What follows belongs to an exercise in optimizing a design on an open flow for small area; a production flow would make more cautious choices.
RTL that was checked went through simulation tests only; none was proved equivalent to the original.

## v29
// delay_calc_top
module delay_calc_top (
    input  logic                                 clk,
    input  logic                                 reset,
    input  logic                                 start,
    input  logic signed [delay_pkg::coord_w-1:0] x_elem,
    input  logic signed [delay_pkg::coord_w-1:0] z_elem,
    input  logic signed [delay_pkg::coord_w-1:0] x_focus,
    input  logic signed [delay_pkg::coord_w-1:0] z_focus,
    input  logic        [delay_pkg::elem_w-1:0]  elem,
    output logic        [delay_pkg::delay_w-1:0] delay_out,
    output logic        [delay_pkg::elem_w-1:0]  elem_out,
    output logic                                 done
);
    logic [10:0] dx, dz;
    logic        far;
    logic [10:0] p1_dx;
    logic [10:0] p1_dz;
    logic        p1_sat;
    logic [6:0] p1_tag;
    logic        p1_valid;
    logic [21:0] sum_sq_p1_dx;
    logic [15:0] p2_t;
    logic        p2_sat;
    logic [6:0] p2_tag;
    logic        p2_valid;
    logic [7:0] r_q6;
    logic [3:0] t_q6;
    logic [5:0] q_q6;
    logic [7:0] p3_r;
    logic [5:0] p3_q;
    logic [3:0] p3_t;
    logic        p3_sat;
    logic [6:0] p3_tag;
    logic        p3_valid;
    logic [7:0] q_q8;
    delay_decode u_decode (
        .x_elem (x_elem), .z_elem (z_elem), .x_focus (x_focus), .z_focus (z_focus),
        .dx (dx), .dz (dz), .far (far)
    );
    always_ff @(posedge clk) begin
        p1_valid <= (start && !reset);
        p1_dx <= dx;
        p1_dz <= dz;
        p1_sat <= far;
        p1_tag <= elem;
    end
    dist_square_sum u_sq_p1_dx (.dx (p1_dx), .dz (p1_dz), .sum_sq (sum_sq_p1_dx));
    always_ff @(posedge clk) begin
        p2_valid <= (p1_valid && !reset);
        p2_t <= sum_sq_p1_dx[19:4];
        p2_sat <= (p1_sat || sum_sq_p1_dx[21] || sum_sq_p1_dx[20]);
        p2_tag <= p1_tag;
    end
    isqrt_steps_0_6 u_root_0_6 (.t_in (p2_t), .r_out (r_q6), .t_out (t_q6), .q_out (q_q6));
    always_ff @(posedge clk) begin
  ...
Size in the first run: roughly 90 I/O pins, about 7600 um^2 of cells after synthesis.
clock: 7.5 ns
lec_check: 0
cap_margin: 20
core_margin: 2
core_utilization: 40
slew_margin: 20
run.sh (not shown) runs the stock make flow with config.mk's settings and CLKGATE_MAP_FILE= SYNTH_SCRIPT=/design/flow/synth_recipe.tcl, a recipe that flattens the netlist after the stock synthesis.
> inputs changed (v29 -> v20)
--- a/flow/design.v
+++ b/flow/design.v
@@ -166,19 +166,17 @@
     logic n252, n253, n254, n255, n256, n257, n258, n259, n260, n261, n262, n263;
     logic n264, n265, n266, n267, n268, n269, n270, n271, n272, n273, n274, n275;
     logic n276, n277, n278, n279, n280, n281, n282, n283, n284, n285, n286, n287;
     logic n288, n289, n290, n291, n292, n293, n294, n295, n296, n297, n298, n299;
     logic n300, n301, n302, n303, n304, n305, n306, n307, n308, n309, n310, n311;
     logic n312, n313, n314, n315, n316, n317, n318, n319, n320, n321, n322, n323;
     logic n324, n325, n326, n327, n328, n329, n330, n331, n332, n333, n334, n335;
     logic n336, n337, n338, n339, n340, n341, n342, n343, n344, n345, n346, n347;
-    logic n348, n349, n350, n351, n352, n353, n354, n355, n356, n357, n358, n359;
-    logic n360, n361, n362, n363, n364, n365, n366, n367, n368, n369, n370, n371;
-    logic n372, n373, n374, n375, n376, n377;
+    logic n348, n349, n350, n351, n352, n353;
     assign n0 = dx[0] & dx[1];
     assign n1 = dx[0] & dx[2];
     assign n2 = dx[0] & dx[3];
     assign n3 = dx[0] & dx[4];
     assign n4 = dx[0] & dx[5];
     assign n5 = dx[0] & dx[6];
     assign n6 = dx[0] & dx[7];
     assign n7 = dx[0] & dx[8];
@@ -507,57 +505,33 @@
     assign n330 = n289 ^ n290 ^ n329;
     assign n331 = (n289 & n290) | (n289 & n329) | (n290 & n329);
     assign n332 = n291 ^ n292 ^ n331;
     assign n333 = (n291 & n292) | (n291 & n331) | (n292 & n331);
     assign n334 = n293 ^ n294 ^ n333;
     assign n335 = (n293 & n294) | (n293 & n333) | (n294 & n333);
     assign n336 = n295 ^ n296 ^ n335;
     assign n337 = (n295 & n296) | (n295 & n335) | (n296 & n335);
-    assign n338 = n297 ^ n298;
-    assign n339 = n297 & n298;
+    assign n338 = n297 ^ n298 ^ n337;
+    assign n339 = (n297 & n298) | (n297 & n337) | (n298 & n337);
     assign n340 = n299 ^ n300 ^ n339;
     assign n341 = (n299 & n300) | (n299 & n339) | (n300 & n339);
     assign n342 = n301 ^ n302 ^ n341;
     assign n343 = (n301 & n302) | (n301 & n341) | (n302 & n341);
     assign n344 = n303 ^ n304 ^ n343;
     assign n345 = (n303 & n304) | (n303 & n343) | (n304 & n343);
     assign n346 = n305 ^ n306 ^ n345;
     assign n347 = (n305 & n306) | (n305 & n345) | (n306 & n345);
     assign n348 = n307 ^ n308 ^ n347;
     assign n349 = (n307 & n308) | (n307 & n347) | (n308 & n347);
     assign n350 = n309 ^ n310 ^ n349;
     assign n351 = (n309 & n310) | (n309 & n349) | (n310 & n349);
     assign n352 = n273 ^ n311 ^ n351;
     assign n353 = (n273 & n311) | (n273 & n351) | (n311 & n351);
-    assign n354 = ~(n297 ^ n298);
-    assign n355 = n297 | n298;
-    assign n356 = n299 ^ n300 ^ n355;
-    assign n357 = (n299 & n300) | (n299 & n355) | (n300 & n355);
-    assign n358 = n301 ^ n302 ^ n357;
-    assign n359 = (n301 & n302) | (n301 & n357) | (n302 & n357);
-    assign n360 = n303 ^ n304 ^ n359;
-    assign n361 = (n303 & n304) | (n303 & n359) | (n304 & n359);
-    assign n362 = n305 ^ n306 ^ n361;
-    assign n363 = (n305 & n306) | (n305 & n361) | (n306 & n361);
-    assign n364 = n307 ^ n308 ^ n363;
-    assign n365 = (n307 & n308) | (n307 & n363) | (n308 & n363);
-    assign n366 = n309 ^ n310 ^ n365;
-    assign n367 = (n309 & n310) | (n309 & n365) | (n310 & n365);
-    assign n368 = n273 ^ n311 ^ n367;
-    assign n369 = (n273 & n311) | (n273 & n367) | (n311 & n367);
-    assign n370 = n337 ? n354 : n338;
-    assign n371 = n337 ? n356 : n340;
-    assign n372 = n337 ? n358 : n342;
-    assign n373 = n337 ? n360 : n344;
-    assign n374 = n337 ? n362 : n346;
-    assign n375 = n337 ? n364 : n348;
-    assign n376 = n337 ? n366 : n350;
-    assign n377 = n337 ? n368 : n352;
-    assign sum_sq = {n377, n376, n375, n374, n373, n372, n371, n370, n336, n334, n332, n330, n328, n326, n324, n322, n320, n318, n316, n314, n313, n312};
+    assign sum_sq = {n352, n350, n348, n346, n344, n342, n340, n338, n336, n334, n332, n330, n328, n326, n324, n322, n320, n318, n316, n314, n313, n312};
 endmodule
 `default_nettype wire
 `default_nettype none
 module isqrt_steps_0_6 (
     input  logic [15:0] t_in,
     output logic [7:0] r_out,
     output logic [3:0] t_out,
     output logic [5:0] q_out
Notes after the runs:
Against v29, v20 comes in 0.65% lower on total placed cells including tap cells. Between v29 and v20, the flow reports number of distinct standard cells referenced by the synthesized netlist decreasing by more than 10%. Relative to v29, total routed wirelength decreased by 1.7% in v20. v20 completed end to end; final checks failed (negative setup slack). In the flow results for v29 and v20, the critical path depth is larger on v20. Summary — cell area after layout, v20 relative to v29: higher, by 230 um^2. Per the comparison of v20 with v29, area taken by multi-input logic gates did not really move; post-route core utilization moved up; post-cts repair resize count up 23.
For v20, only the layout was checked, not whether the RTL still works.


Starting RTL as in the previous note.
clock: 7.5 ns
lec_check: 0
cap_margin: 20
core_margin: 2
core_utilization: 40
gpl_timing_driven: 0
slew_margin: 20
standard.sh (not shown) runs the stock make flow with config.mk's settings and CLKGATE_MAP_FILE= SYNTH_SCRIPT=/design/flow/synth_recipe.tcl, a recipe that flattens the netlist after the stock synthesis.
==> flow/flow/run.sh <==
#!/bin/bash
set -euo pipefail
W=$PWD
{
  echo "include $W/config.mk"
  echo "export BUFFER_PORTS_ARGS = -buffer_cell sky130_fd_sc_hd__buf_1"
  echo "export CTS_ARGS = -sink_clustering_enable -repair_clock_nets -dont_use_dummy_load -buf_list sky130_fd_sc_hd__clkbuf_8"
  echo "export REMOVE_ABC_BUFFERS = 1"
} > "$W/own_config.mk"
sed "s#DESIGN_CONFIG=[^ ]*#DESIGN_CONFIG=$W/own_config.mk#" standard.sh > "$W/own_standard.sh"
bash "$W/own_standard.sh" > "$W/own_flow.log" 2>&1
Edit:
--- a/flow/design.v
+++ b/flow/design.v
@@ -169,14 +169,13 @@
     logic n288, n289, n290, n291, n292, n293, n294, n295, n296, n297, n298, n299;
     logic n300, n301, n302, n303, n304, n305, n306, n307, n308, n309, n310, n311;
     logic n312, n313, n314, n315, n316, n317, n318, n319, n320, n321, n322, n323;
     logic n324, n325, n326, n327, n328, n329, n330, n331, n332, n333, n334, n335;
     logic n336, n337, n338, n339, n340, n341, n342, n343, n344, n345, n346, n347;
     logic n348, n349, n350, n351, n352, n353, n354, n355, n356, n357, n358, n359;
-    logic n360, n361, n362, n363, n364, n365, n366, n367, n368, n369, n370, n371;
-    logic n372, n373, n374, n375, n376, n377;
+    logic n360, n361, n362, n363, n364, n365;
     assign n0 = dx[0] & dx[1];
     assign n1 = dx[0] & dx[2];
     assign n2 = dx[0] & dx[3];
     assign n3 = dx[0] & dx[4];
     assign n4 = dx[0] & dx[5];
     assign n5 = dx[0] & dx[6];
@@ -509,53 +508,41 @@
     assign n332 = n291 ^ n292 ^ n331;
     assign n333 = (n291 & n292) | (n291 & n331) | (n292 & n331);
     assign n334 = n293 ^ n294 ^ n333;
     assign n335 = (n293 & n294) | (n293 & n333) | (n294 & n333);
     assign n336 = n295 ^ n296 ^ n335;
     assign n337 = (n295 & n296) | (n295 & n335) | (n296 & n335);
-    assign n338 = n297 ^ n298;
-    assign n339 = n297 & n298;
+    assign n338 = n297 ^ n298 ^ n337;
+    assign n339 = (n297 & n298) | (n297 & n337) | (n298 & n337);
     assign n340 = n299 ^ n300 ^ n339;
     assign n341 = (n299 & n300) | (n299 & n339) | (n300 & n339);
     assign n342 = n301 ^ n302 ^ n341;
     assign n343 = (n301 & n302) | (n301 & n341) | (n302 & n341);
     assign n344 = n303 ^ n304 ^ n343;
     assign n345 = (n303 & n304) | (n303 & n343) | (n304 & n343);
-    assign n346 = n305 ^ n306 ^ n345;
-    assign n347 = (n305 & n306) | (n305 & n345) | (n306 & n345);
+    assign n346 = n305 ^ n306;
+    assign n347 = n305 & n306;
     assign n348 = n307 ^ n308 ^ n347;
     assign n349 = (n307 & n308) | (n307 & n347) | (n308 & n347);
     assign n350 = n309 ^ n310 ^ n349;
     assign n351 = (n309 & n310) | (n309 & n349) | (n310 & n349);
     assign n352 = n273 ^ n311 ^ n351;
     assign n353 = (n273 & n311) | (n273 & n351) | (n311 & n351);
-    assign n354 = ~(n297 ^ n298);
-    assign n355 = n297 | n298;
-    assign n356 = n299 ^ n300 ^ n355;
-    assign n357 = (n299 & n300) | (n299 & n355) | (n300 & n355);
-    assign n358 = n301 ^ n302 ^ n357;
-    assign n359 = (n301 & n302) | (n301 & n357) | (n302 & n357);
-    assign n360 = n303 ^ n304 ^ n359;
-    assign n361 = (n303 & n304) | (n303 & n359) | (n304 & n359);
-    assign n362 = n305 ^ n306 ^ n361;
-    assign n363 = (n305 & n306) | (n305 & n361) | (n306 & n361);
-    assign n364 = n307 ^ n308 ^ n363;
-    assign n365 = (n307 & n308) | (n307 & n363) | (n308 & n363);
-    assign n366 = n309 ^ n310 ^ n365;
-    assign n367 = (n309 & n310) | (n309 & n365) | (n310 & n365);
-    assign n368 = n273 ^ n311 ^ n367;
-    assign n369 = (n273 & n311) | (n273 & n367) | (n311 & n367);
-    assign n370 = n337 ? n354 : n338;
-    assign n371 = n337 ? n356 : n340;
-    assign n372 = n337 ? n358 : n342;
-    assign n373 = n337 ? n360 : n344;
-    assign n374 = n337 ? n362 : n346;
-    assign n375 = n337 ? n364 : n348;
-    assign n376 = n337 ? n366 : n350;
-    assign n377 = n337 ? n368 : n352;
-    assign sum_sq = {n377, n376, n375, n374, n373, n372, n371, n370, n336, n334, n332, n330, n328, n326, n324, n322, n320, n318, n316, n314, n313, n312};
+    assign n354 = ~(n305 ^ n306);
+    assign n355 = n305 | n306;
+    assign n356 = n307 ^ n308 ^ n355;
+    assign n357 = (n307 & n308) | (n307 & n355) | (n308 & n355);
+    assign n358 = n309 ^ n310 ^ n357;
+    assign n359 = (n309 & n310) | (n309 & n357) | (n310 & n357);
+    assign n360 = n273 ^ n311 ^ n359;
+    assign n361 = (n273 & n311) | (n273 & n359) | (n311 & n359);
+    assign n362 = n345 ? n354 : n346;
+    assign n363 = n345 ? n356 : n348;
+    assign n364 = n345 ? n358 : n350;
+    assign n365 = n345 ? n360 : n352;
+    assign sum_sq = {n365, n364, n363, n362, n344, n342, n340, n338, n336, n334, n332, n330, n328, n326, n324, n322, n320, n318, n316, n314, n313, n312};
 endmodule
 `default_nettype wire
 `default_nettype none
 module isqrt_steps_0_6 (
     input  logic [15:0] t_in,
     output logic [7:0] r_out,
Effect: Now the flow finished but failed the layout checks on setup timing; wire length hardly moves; via count falls slightly; core utilization rises by 0.72 points; die area falls slightly; register-to-register slack loses 330 ps; fmax went down by a few percent; setup slack is worse by 330 ps; clock skew went down by 16 ps; final area grows slightly; synthesized cell count came out lower slightly; global-route usage hardly moves.
Function not checked in the second run of this note: the RTL went through the layout flow alone.

## static timing again, ports no longer ideal
Ports are ideal in the flow. The routed layouts listed here were re-timed in OpenROAD. Step 1, drivers: a clkbuf_16 drives clk and a buf_2 each remaining input, both assumed. Step 2 moves the port delays by t, midway between the first and last clock arrival at a register: inputs arrive t later, outputs are due t later. That takes back most of the time a late clock gives input paths. a / b / c = no drivers / after step 1 / after step 2; a / b = the first two.
run | t (ns) | setup slack, ns | hold slack, ns | worst register clock-pin slew, ns | pins driven straight from the clock port
v29 | 0.391 | 0.190 / 0.212 / -0.179 | 0.326 / 0.326 / 0.326 | 0.07 / 0.07 | 1
v20 | 0.383 | -0.194 / -0.194 / -0.401 | 0.328 / 0.328 / 0.328 | 0.07 / 0.07 | 1
the first run of note 2 | 0.392 | 0.262 / 0.262 / -0.077 | 0.328 / 0.328 / 0.328 | 0.09 / 0.09 | 1
the second run of note 2 | 0.394 | -0.069 / -0.069 / -0.166 | 0.329 / 0.329 / 0.329 | 0.09 / 0.09 | 1
Met with ideal ports but missed after step 2: setup timing in v29 and the first run of note 2. The setup slack of v29, which loses most, moves by +0.022 ns with the drivers and by -0.369 ns with both steps.
